This design comes from an exercise in tuning for small area on the open sky130 flow, not from production work.
Where RTL was checked, it was by simulation tests only, not by an equivalence proof against the original.
Power and IR drop assume default switching activity.

==> inputs of job 2114 <==
==> flow/design.v (excerpt) <==
module yuv420_fb_reader #(
    parameter int unsigned WIDTH  = 640,
    parameter int unsigned HEIGHT = 480,
    parameter int unsigned Y_AW   = 16,
    parameter int unsigned C_AW   = 13
) (
    input  logic                MIPI_PIXEL_CLK,
    input  logic                RESET_N,
    input  logic                frame_start,
    output logic                busy,
    output logic                frame_done,
    output logic [Y_AW-1:0]     y_rdaddress,
    input  logic [yuv_fb_pkg::Y_WORD_W-1:0] y_q,
    output logic [C_AW-1:0]     u_rdaddress,
    input  logic [yuv_fb_pkg::C_WORD_W-1:0] u_q,
    output logic [C_AW-1:0]     v_rdaddress,
    input  logic [yuv_fb_pkg::C_WORD_W-1:0] v_q,
    output logic                pix_valid,
    input  logic                pix_ready,
    output logic [7:0]          pix_y,
    output logic [7:0]          pix_u,
    output logic [7:0]          pix_v,
    output logic                pix_sof,
    output logic                pix_eol
);
==> flow/config.mk <==
export PLATFORM = sky130hd
export DESIGN_NAME = yuv420_fb_reader
export DESIGN_NICKNAME = yuv420_fb_reader
export VERILOG_FILES = /design/flow/design.v
export SDC_FILE = /design/flow/constraint.sdc
export NUM_CORES = 4
export LEC_CHECK = 0
export CAP_MARGIN = 10
export CORE_AREA = 2.5 2.5 147.5 67.5
export DIE_AREA = 0 0 150 70
export PLACE_DENSITY = 0.85
export SLEW_MARGIN = 10
==> flow/constraint.sdc <==
create_clock -name core_clock -period 5.0 [get_ports {MIPI_PIXEL_CLK}]
set_input_delay 1.0000 -clock core_clock [delete_from_list [all_inputs] [get_ports {MIPI_PIXEL_CLK}]]
set_output_delay 1.0000 -clock core_clock [all_outputs]
set_load 0.01 [all_outputs]
standard.sh (not shown) runs the stock make flow with config.mk's settings and CLKGATE_MAP_FILE= SYNTH_SCRIPT=/design/flow/synth_recipe.tcl, a recipe that flattens the netlist after the stock synthesis.
==> flow/flow/run.sh <==
#!/bin/bash
# ORFS layout with these changes:
#  - synthesis maps logic with an area-oriented ABC script (flow/abc_area.script)
#    in place of ORFS's speed script; everything else in synthesis, including
#    the standard flow's synthesis wrapper (flatten, renames) and the flip-flop mapping,
#    is unchanged;
#  - port buffering uses the smallest buffer cell (buf_1);
#  - clock tree synthesis uses small clock buffers and no dummy load cells;
#  - timing-driven global placement does not keep its trial buffering.
# Each step's full output is in orfs/logs/; the make output is in synth.log and
# layout.log here.
set -euo pipefail
rm -rf scripts_area
cp -r "$FLOW_HOME/scripts" scripts_area
cp flow/abc_area.script scripts_area/abc_speed.script
bash standard.sh "SCRIPTS_DIR=$PWD/scripts_area" synth > synth.log 2>&1
bash standard.sh \
  "BUFFER_PORTS_ARGS=-buffer_cell sky130_fd_sc_hd__buf_1" \
  "GPL_KEEP_OVERFLOW=0" \
  "CTS_ARGS=-sink_clustering_enable -repair_clock_nets -dont_use_dummy_load -buf_list {sky130_fd_sc_hd__clkbuf_4 sky130_fd_sc_hd__clkbuf_8}" \
  finish > layout.log 2>&1
==> flow/flow/abc_area.script <==
strash
&get -n
&st
&dch
&nf -R 1000
&put
strash
&get -n
&st
&dch
&nf -R 1000
&put
==> inputs of job 4108, as changes to job 2114 <==
==> flow/flow/run.sh (replaced) <==
#!/bin/bash
# ORFS layout with these changes:
#  - synthesis maps logic with an area-oriented ABC script (flow/abc_area.script)
#    in place of ORFS's speed script, and leaves adders to ABC instead of
#    pre-mapping them to half/full-adder cells; everything else in synthesis,
#    including the standard flow's synthesis wrapper (flatten, renames) and the flip-flop
#    mapping, is unchanged;
#  - port buffering uses the smallest buffer cell (buf_1);
#  - clock tree synthesis uses small clock buffers and no dummy load cells;
#  - timing-driven global placement does not keep its trial buffering.
# Each step's full output is in orfs/logs/; the make output is in synth.log and
# layout.log here.
set -euo pipefail
rm -rf scripts_area
cp -r "$FLOW_HOME/scripts" scripts_area
cp flow/abc_area.script scripts_area/abc_speed.script
bash standard.sh "SCRIPTS_DIR=$PWD/scripts_area" "ADDER_MAP_FILE=" synth > synth.log 2>&1
bash standard.sh \
  "BUFFER_PORTS_ARGS=-buffer_cell sky130_fd_sc_hd__buf_1" \
  "GPL_KEEP_OVERFLOW=0" \
  "CTS_ARGS=-sink_clustering_enable -repair_clock_nets -dont_use_dummy_load -buf_list {sky130_fd_sc_hd__clkbuf_4 sky130_fd_sc_hd__clkbuf_8}" \
  finish > layout.log 2>&1
==> flow/flow/abc_area.script (replaced) <==
strash
&get -n
&st
&dch
&nf -R 1000
&put
PLACE_DENSITY = unset   (was 0.85)
==> inputs of job 6475, as changes to job 2114 <==
--- a/flow/design.v
+++ b/flow/design.v
@@ -1,18 +1,18 @@
 package yuv_fb_pkg;
     localparam int unsigned Y_SAMPLES_PER_WORD = 5;
     localparam int unsigned C_SAMPLES_PER_WORD = 18;
     localparam int unsigned Y_WORD_W           = 40;
     localparam int unsigned C_WORD_W           = 144;
     typedef enum logic [2:0] {
         IDLE   = 3'b000,
-        LOAD   = 3'b010,
-        LOAD2  = 3'b001,
+        LOAD   = 3'b001,
+        LOAD2  = 3'b011,
         STREAM = 3'b100,
-        DONE   = 3'b011
+        DONE   = 3'b010
     } fb_state_e;
 endpackage
 module yuv_aoi222 (
     input  logic a0, s0, a1, s1, a2, s2,
     output logic y
 );
     assign y = ~((a0 & s0) | (a1 & s1) | (a2 & s2));
@@ -20,18 +20,18 @@
 module yuv_aoi22 (
     input  logic a0, s0, a1, s1,
     output logic y
 );
     assign y = ~((a0 & s0) | (a1 & s1));
 endmodule
 module yuv_incbit (
-    input  logic a, p, c, clr,
+    input  logic a, p, c,
     output logic y
 );
-    assign y = a ^ ((c & p) | (clr & a));
+    assign y = a ^ (c & p);
 endmodule
 module yuv_prefix_and #(
     parameter int unsigned W  = 16,
     parameter bit          UD = 1'b0      
 ) (
     input  logic [W-1:0] a,
     input  logic         dn,
@@ -46,21 +46,20 @@
 module yuv_inc #(
     parameter int unsigned W  = 16,
     parameter bit          UD = 1'b0      
 ) (
     input  logic [W-1:0] a,
     input  logic         dn,
     input  logic         c,
-    input  logic         clr,
     output logic [W-1:0] y
 );
     logic [W-1:0] p;
     yuv_prefix_and #(.W(W), .UD(UD)) u_p (.a(a), .dn(dn), .p(p));
     for (genvar i = 0; i < W; i++) begin : g_bit
-        yuv_incbit u_b (.a(a[i]), .p(p[i]), .c(c), .clr(clr), .y(y[i]));
+        yuv_incbit u_b (.a(a[i]), .p(p[i]), .c(c), .y(y[i]));
     end
 endmodule
 module packed_lane_unpacker #(
     parameter int unsigned SAMPLES = 5
 ) (
     input  logic [SAMPLES*8-1:0] q,
     input  logic [SAMPLES-1:0]   hot,
@@ -124,16 +123,14 @@
     logic [2:0]      yo;            
     logic [C_AW-1:0] ca, c_next;    
     logic [4:0]      co;            
     logic            sof_q;         
     logic idle, load, load2, stream, xfer, y_wrap, eol, last_row;
     logic odd_row, c_step, c_wrap, y_inc, c_ge14, c_bor;
     logic c_dn, c0, c1, c4, c_t1, c_g;
-    logic [2:0]    yo_inc;          
-    logic [4:0]    co_inc, co_add4;  
     logic [YS-1:0] y_hot;
     logic [CS-1:0] c_hot;
     assign idle     = (state_q == yuv_fb_pkg::IDLE);
     assign load     = (state_q == yuv_fb_pkg::LOAD);
     assign load2    = (state_q == yuv_fb_pkg::LOAD2);
     assign stream   = state_q[2];
     assign xfer     = stream && pix_ready;
@@ -142,27 +139,27 @@
     assign last_row = ya[LW+8] & ya[LW+7] & ya[LW+6] & ya[LW+4] & ya[LW+3]
                     & ya[LW+2] & ya[LW+1] & ya[LW];
     assign odd_row  = ya[LW];
     assign c_step   = xfer && (ya[0] ^ yo[0]);
     assign c_wrap   = co[4] & co[0];                            
     assign c_ge14   = co[4] | (co[3] & co[2] & co[1]);          
     assign y_inc    = xfer && y_wrap;
-    yuv_inc #(.W(Y_AW)) u_y_inc (.a(ya), .dn(1'b0), .c(y_inc), .clr(idle), .y(y_next));
+    yuv_inc #(.W(Y_AW)) u_y_inc (.a(ya), .dn(1'b0), .c(y_inc), .y(y_next));
     assign c_bor    = co[4] | co[3] | co[2];
     assign c_dn     = odd_row && (load || load2);
     assign c4       = load && odd_row;
     assign c1       = load2 && odd_row && c_bor;
     assign c0       = c_step && c_wrap || load2 && odd_row && !c_bor;
     assign c_t1     = c0 && (ca[0] ^ c_dn) || c1;
     assign c_g      = c_t1 && (ca[1] ^ c_dn) && (ca[2] ^ c_dn) && (ca[3] ^ c_dn) || c4;
-    assign c_next[0] = ca[0] ^ (c0 || idle && ca[0]);
-    assign c_next[1] = ca[1] ^ (c_t1 || idle && ca[1]);
-    assign c_next[2] = ca[2] ^ (c_t1 && (ca[1] ^ c_dn) || idle && ca[2]);
-    assign c_next[3] = ca[3] ^ (c_t1 && (ca[1] ^ c_dn) && (ca[2] ^ c_dn) || idle && ca[3]);
-    yuv_inc #(.W(C_AW-4), .UD(1'b1)) u_c_inc (.a(ca[C_AW-1:4]), .dn(c_dn), .c(c_g), .clr(idle), .y(c_next[C_AW-1:4]));
+    assign c_next[0] = ca[0] ^ c0;
+    assign c_next[1] = ca[1] ^ c_t1;
+    assign c_next[2] = ca[2] ^ (c_t1 && (ca[1] ^ c_dn));
+    assign c_next[3] = ca[3] ^ (c_t1 && (ca[1] ^ c_dn) && (ca[2] ^ c_dn));
+    yuv_inc #(.W(C_AW-4), .UD(1'b1)) u_c_inc (.a(ca[C_AW-1:4]), .dn(c_dn), .c(c_g), .y(c_next[C_AW-1:4]));
     always_comb begin
         state_d = state_q;
         case (state_q)
             yuv_fb_pkg::IDLE:    if (frame_start) state_d = yuv_fb_pkg::LOAD;
             yuv_fb_pkg::LOAD:    state_d = yuv_fb_pkg::LOAD2;
             yuv_fb_pkg::LOAD2:   state_d = yuv_fb_pkg::STREAM;
             yuv_fb_pkg::STREAM:  if (xfer && eol) state_d = last_row ? yuv_fb_pkg::DONE : yuv_fb_pkg::LOAD;
@@ -171,44 +168,33 @@
         endcase
     end
     always_ff @(posedge MIPI_PIXEL_CLK) begin
         if (!RESET_N)
             state_q <= yuv_fb_pkg::IDLE;
         else
             state_q <= state_d;
-        ya <= y_next;      
-        ca <= c_next;      
         if (idle) begin
+            ya    <= '0;
             yo    <= '0;
+            ca    <= '0;
             co    <= '0;
             sof_q <= 1'b1;
         end else begin
+            ya <= y_next;
             if (xfer) begin
-                yo    <= yo_inc;
+                yo    <= y_wrap ? 3'd0 : yo + 3'd1;
                 sof_q <= 1'b0;
             end
+            ca <= c_next;
             if (c4)
-                co <= co_add4;
+                co <= c_ge14 ? co - 5'd14 : co + 5'd4;
             else if (c_step)
-                co <= co_inc;
+                co <= c_wrap ? 5'd0 : co + 5'd1;
         end
     end
-    assign yo_inc[0]  = ~yo[0] & ~yo[2];
-    assign yo_inc[1]  = yo[1] ^ yo[0];
-    assign yo_inc[2]  = yo[1] & yo[0];
-    assign co_inc[0]  = ~co[0];
-    assign co_inc[1]  = (co[1] ^ co[0]) & ~co[4];
-    assign co_inc[2]  = co[2] ^ (co[1] & co[0]);
-    assign co_inc[3]  = co[3] ^ (co[2] & co[1] & co[0]);
-    assign co_inc[4]  = (co[3] & co[2] & co[1] & co[0]) | (co[4] & ~co[0]);
-    assign co_add4[0] = co[0];
-    assign co_add4[1] = co[1] ^ c_ge14;
-    assign co_add4[2] = ~co[2] & ~c_ge14;
-    assign co_add4[3] = (co[3] ^ co[2]) & ~c_ge14;
-    assign co_add4[4] = co[3] & co[2] & ~c_ge14;
     assign y_hot[0] = ~(yo[2] | yo[1] | yo[0]);
     assign y_hot[1] = ~yo[1] &  yo[0];
     assign y_hot[2] =  yo[1] & ~yo[0];
     assign y_hot[3] =  yo[1] &  yo[0];
     assign y_hot[4] =  yo[2];
     always_comb begin
         for (int unsigned k = 0; k < 16; k++)
==> flow/flow/run.sh (replaced) <==
#!/bin/bash
# ORFS layout with two changes:
#  - synthesis maps logic with an area-oriented ABC script (flow/abc_area.script)
#    in place of ORFS's speed script; everything else in synthesis, including
#    the standard flow's synthesis wrapper (flatten, renames) and the flip-flop mapping,
#    is unchanged;
#  - port buffering uses the smallest buffer cell (buf_1).
# Each step's full output is in orfs/logs/; the make output is in synth.log and
# layout.log here.
set -euo pipefail
rm -rf scripts_area
cp -r "$FLOW_HOME/scripts" scripts_area
cp flow/abc_area.script scripts_area/abc_speed.script
bash standard.sh "SCRIPTS_DIR=$PWD/scripts_area" synth > synth.log 2>&1
bash standard.sh \
  "BUFFER_PORTS_ARGS=-buffer_cell sky130_fd_sc_hd__buf_1" \
  finish > layout.log 2>&1
==> flow/flow/abc_area.script (replaced) <==
strash
&get -n
&st
&dch
&nf -R 1000
&put
CAP_MARGIN = 20   (was 10)
CORE_AREA = 2.5 2.5 167.5 53.5   (was 2.5 2.5 147.5 67.5)
DIE_AREA = 0 0 170 56   (was 0 0 150 70)
PLACE_DENSITY = 0.7   (was 0.85)
SLEW_MARGIN = 20   (was 10)
==> inputs of job 1790, as changes to job 2114 <==
--- a/flow/design.v
+++ b/flow/design.v
@@ -1,18 +1,18 @@
 package yuv_fb_pkg;
     localparam int unsigned Y_SAMPLES_PER_WORD = 5;
     localparam int unsigned C_SAMPLES_PER_WORD = 18;
     localparam int unsigned Y_WORD_W           = 40;
     localparam int unsigned C_WORD_W           = 144;
     typedef enum logic [2:0] {
         IDLE   = 3'b000,
-        LOAD   = 3'b010,
-        LOAD2  = 3'b001,
+        LOAD   = 3'b001,
+        LOAD2  = 3'b011,
         STREAM = 3'b100,
-        DONE   = 3'b011
+        DONE   = 3'b010
     } fb_state_e;
 endpackage
 module yuv_aoi222 (
     input  logic a0, s0, a1, s1, a2, s2,
     output logic y
 );
     assign y = ~((a0 & s0) | (a1 & s1) | (a2 & s2));
@@ -20,18 +20,18 @@
 module yuv_aoi22 (
     input  logic a0, s0, a1, s1,
     output logic y
 );
     assign y = ~((a0 & s0) | (a1 & s1));
 endmodule
 module yuv_incbit (
-    input  logic a, p, c, clr,
+    input  logic a, p, c,
     output logic y
 );
-    assign y = a ^ ((c & p) | (clr & a));
+    assign y = a ^ (c & p);
 endmodule
 module yuv_prefix_and #(
     parameter int unsigned W  = 16,
     parameter bit          UD = 1'b0      
 ) (
     input  logic [W-1:0] a,
     input  logic         dn,
@@ -46,21 +46,20 @@
 module yuv_inc #(
     parameter int unsigned W  = 16,
     parameter bit          UD = 1'b0      
 ) (
     input  logic [W-1:0] a,
     input  logic         dn,
     input  logic         c,
-    input  logic         clr,
     output logic [W-1:0] y
 );
     logic [W-1:0] p;
     yuv_prefix_and #(.W(W), .UD(UD)) u_p (.a(a), .dn(dn), .p(p));
     for (genvar i = 0; i < W; i++) begin : g_bit
-        yuv_incbit u_b (.a(a[i]), .p(p[i]), .c(c), .clr(clr), .y(y[i]));
+        yuv_incbit u_b (.a(a[i]), .p(p[i]), .c(c), .y(y[i]));
     end
 endmodule
 module packed_lane_unpacker #(
     parameter int unsigned SAMPLES = 5
 ) (
     input  logic [SAMPLES*8-1:0] q,
     input  logic [SAMPLES-1:0]   hot,
@@ -142,27 +141,27 @@
     assign last_row = ya[LW+8] & ya[LW+7] & ya[LW+6] & ya[LW+4] & ya[LW+3]
                     & ya[LW+2] & ya[LW+1] & ya[LW];
     assign odd_row  = ya[LW];
     assign c_step   = xfer && (ya[0] ^ yo[0]);
     assign c_wrap   = co[4] & co[0];                            
     assign c_ge14   = co[4] | (co[3] & co[2] & co[1]);          
     assign y_inc    = xfer && y_wrap;
-    yuv_inc #(.W(Y_AW)) u_y_inc (.a(ya), .dn(1'b0), .c(y_inc), .clr(idle), .y(y_next));
+    yuv_inc #(.W(Y_AW)) u_y_inc (.a(ya), .dn(1'b0), .c(y_inc), .y(y_next));
     assign c_bor    = co[4] | co[3] | co[2];
     assign c_dn     = odd_row && (load || load2);
     assign c4       = load && odd_row;
     assign c1       = load2 && odd_row && c_bor;
     assign c0       = c_step && c_wrap || load2 && odd_row && !c_bor;
     assign c_t1     = c0 && (ca[0] ^ c_dn) || c1;
     assign c_g      = c_t1 && (ca[1] ^ c_dn) && (ca[2] ^ c_dn) && (ca[3] ^ c_dn) || c4;
-    assign c_next[0] = ca[0] ^ (c0 || idle && ca[0]);
-    assign c_next[1] = ca[1] ^ (c_t1 || idle && ca[1]);
-    assign c_next[2] = ca[2] ^ (c_t1 && (ca[1] ^ c_dn) || idle && ca[2]);
-    assign c_next[3] = ca[3] ^ (c_t1 && (ca[1] ^ c_dn) && (ca[2] ^ c_dn) || idle && ca[3]);
-    yuv_inc #(.W(C_AW-4), .UD(1'b1)) u_c_inc (.a(ca[C_AW-1:4]), .dn(c_dn), .c(c_g), .clr(idle), .y(c_next[C_AW-1:4]));
+    assign c_next[0] = ca[0] ^ c0;
+    assign c_next[1] = ca[1] ^ c_t1;
+    assign c_next[2] = ca[2] ^ (c_t1 && (ca[1] ^ c_dn));
+    assign c_next[3] = ca[3] ^ (c_t1 && (ca[1] ^ c_dn) && (ca[2] ^ c_dn));
+    yuv_inc #(.W(C_AW-4), .UD(1'b1)) u_c_inc (.a(ca[C_AW-1:4]), .dn(c_dn), .c(c_g), .y(c_next[C_AW-1:4]));
     always_comb begin
         state_d = state_q;
         case (state_q)
             yuv_fb_pkg::IDLE:    if (frame_start) state_d = yuv_fb_pkg::LOAD;
             yuv_fb_pkg::LOAD:    state_d = yuv_fb_pkg::LOAD2;
             yuv_fb_pkg::LOAD2:   state_d = yuv_fb_pkg::STREAM;
             yuv_fb_pkg::STREAM:  if (xfer && eol) state_d = last_row ? yuv_fb_pkg::DONE : yuv_fb_pkg::LOAD;
@@ -171,25 +170,27 @@
         endcase
     end
     always_ff @(posedge MIPI_PIXEL_CLK) begin
         if (!RESET_N)
             state_q <= yuv_fb_pkg::IDLE;
         else
             state_q <= state_d;
-        ya <= y_next;      
-        ca <= c_next;      
         if (idle) begin
+            ya    <= '0;
             yo    <= '0;
+            ca    <= '0;
             co    <= '0;
             sof_q <= 1'b1;
         end else begin
+            ya <= y_next;
             if (xfer) begin
                 yo    <= yo_inc;
                 sof_q <= 1'b0;
             end
+            ca <= c_next;
             if (c4)
                 co <= co_add4;
             else if (c_step)
                 co <= co_inc;
         end
     end
     assign yo_inc[0]  = ~yo[0] & ~yo[2];
==> flow/flow/run.sh (replaced) <==
#!/bin/bash
# ORFS layout with these changes:
#  - synthesis maps logic with an area-oriented ABC script (flow/abc_area.script)
#    in place of ORFS's speed script; everything else in synthesis, including
#    the standard flow's synthesis wrapper (flatten, renames) and the flip-flop mapping,
#    is unchanged;
#  - port buffering uses the smallest buffer cell (buf_1);
#  - clock tree synthesis uses small clock buffers and no dummy load cells.
# Each step's full output is in orfs/logs/; the make output is in synth.log and
# layout.log here.
set -euo pipefail
rm -rf scripts_area
cp -r "$FLOW_HOME/scripts" scripts_area
cp flow/abc_area.script scripts_area/abc_speed.script
bash standard.sh "SCRIPTS_DIR=$PWD/scripts_area" synth > synth.log 2>&1
bash standard.sh \
  "BUFFER_PORTS_ARGS=-buffer_cell sky130_fd_sc_hd__buf_1" \
  "CTS_ARGS=-sink_clustering_enable -repair_clock_nets -dont_use_dummy_load -buf_list {sky130_fd_sc_hd__clkbuf_4 sky130_fd_sc_hd__clkbuf_8}" \
  finish > layout.log 2>&1
CAP_MARGIN = 0   (was 10)
CORE_AREA = 2.5 2.5 137.5 89.5   (was 2.5 2.5 147.5 67.5)
DIE_AREA = 0 0 140 92   (was 0 0 150 70)
PLACE_DENSITY = unset   (was 0.85)
SLEW_MARGIN = 0   (was 10)
==> comparison table <==
item                                                                  job 6475    job 1790    job 2114    job 4108
Outcome                                       no timing/DRC/antenna violations  no timing/DRC/antenna violations  no timing/DRC/antenna violations  no timing/DRC/antenna violations
Post-Synth Simple-Gate Area                                              0.231       0.229       0.201       0.239
Worst R2R Path Depth                                                        10          11          12          11
R2R setup slack                                                        2010 ps     1900 ps     1940 ps     1870 ps
Crit path time final                                                   4320 ps     4610 ps     4620 ps     4570 ps
# nets final                                                              1188        1173        1142        1147
Layout cell share with drive strength beyond 1                          0.0308      0.0290      0.0176      0.0431
Wire length per cell                                                   26.3 um     22.8 um     24.8 um     26.4 um
P_clk                                                                 0.338 mW    0.208 mW    0.195 mW    0.202 mW
Stages on worst setup path                                                  13          13          15          14
CP arrival                                                             3320 ps     3610 ps     3620 ps     3570 ps
Share of synthesized area spent on multiplexers                              0     0.00299     0.00868     0.00856
Capture instance of the worst register-to-register path                 ca[12]      ca[12]      ca[12]      ca[12]
Die Area                                                              9520 um2   12900 um2   10500 um2   10500 um2
Amount of wire on met2 after detailed routing                          9590 um    10700 um     9340 um     9480 um
Comb power frac                                                          0.262       0.243       0.259       0.260
Layout Area Growth over Synthesis                                        42.9%       42.6%       42.0%       47.1%
Clock slew seen by the registers of the worst setup and hold paths       70 ps       90 ps       60 ps       70 ps
Largest net degree at the start of global routing                           30          34          37          36
Pre-CTS WS                                                              800 ps      490 ps    -69.1 ps      115 ps
Only the layout flow was run in job 6475; the RTL was not checked for function there.

## static timing again, ports no longer ideal
How much do the figures lean on ideal ports? The routed layouts below were timed once more, with nothing changed but the port constraints. Step 1, drivers: a clkbuf_16 drives MIPI_PIXEL_CLK and a buf_2 each remaining input, both assumed. Step 2, shift: input delay + t, output delay - t, t = (earliest + latest rising clock arrival at the registers) / 2. This alone moves slack from input paths to output paths. Three values: no drivers, after step 1, after step 2; two values: the first two.
run | shift t [ns] | slack for setup (ns) | worst setup path after step 2 | latest minus earliest clock arrival (ns) | worst slew at a driven data input, ns
job 2114 | 0.315 | 0.382 / 0.347 / 0.347 | input to output | 0.017 / 0.017 | 0.16
job 4108 | 0.331 | 0.426 / 0.393 / 0.393 | input to output | 0.015 / 0.014 | 0.19
job 6475 | 0.325 | 0.677 / 0.636 / 0.636 | input to output | 0.006 / 0.006 | 0.14
job 1790 | 0.328 | 0.389 / 0.351 / 0.351 | input to output | 0.019 / 0.019 | 0.08
After both steps every run listed still meets setup and hold. The setup slack of job 6475, which loses most, moves by -0.041 ns with the drivers and by -0.041 ns with both steps.
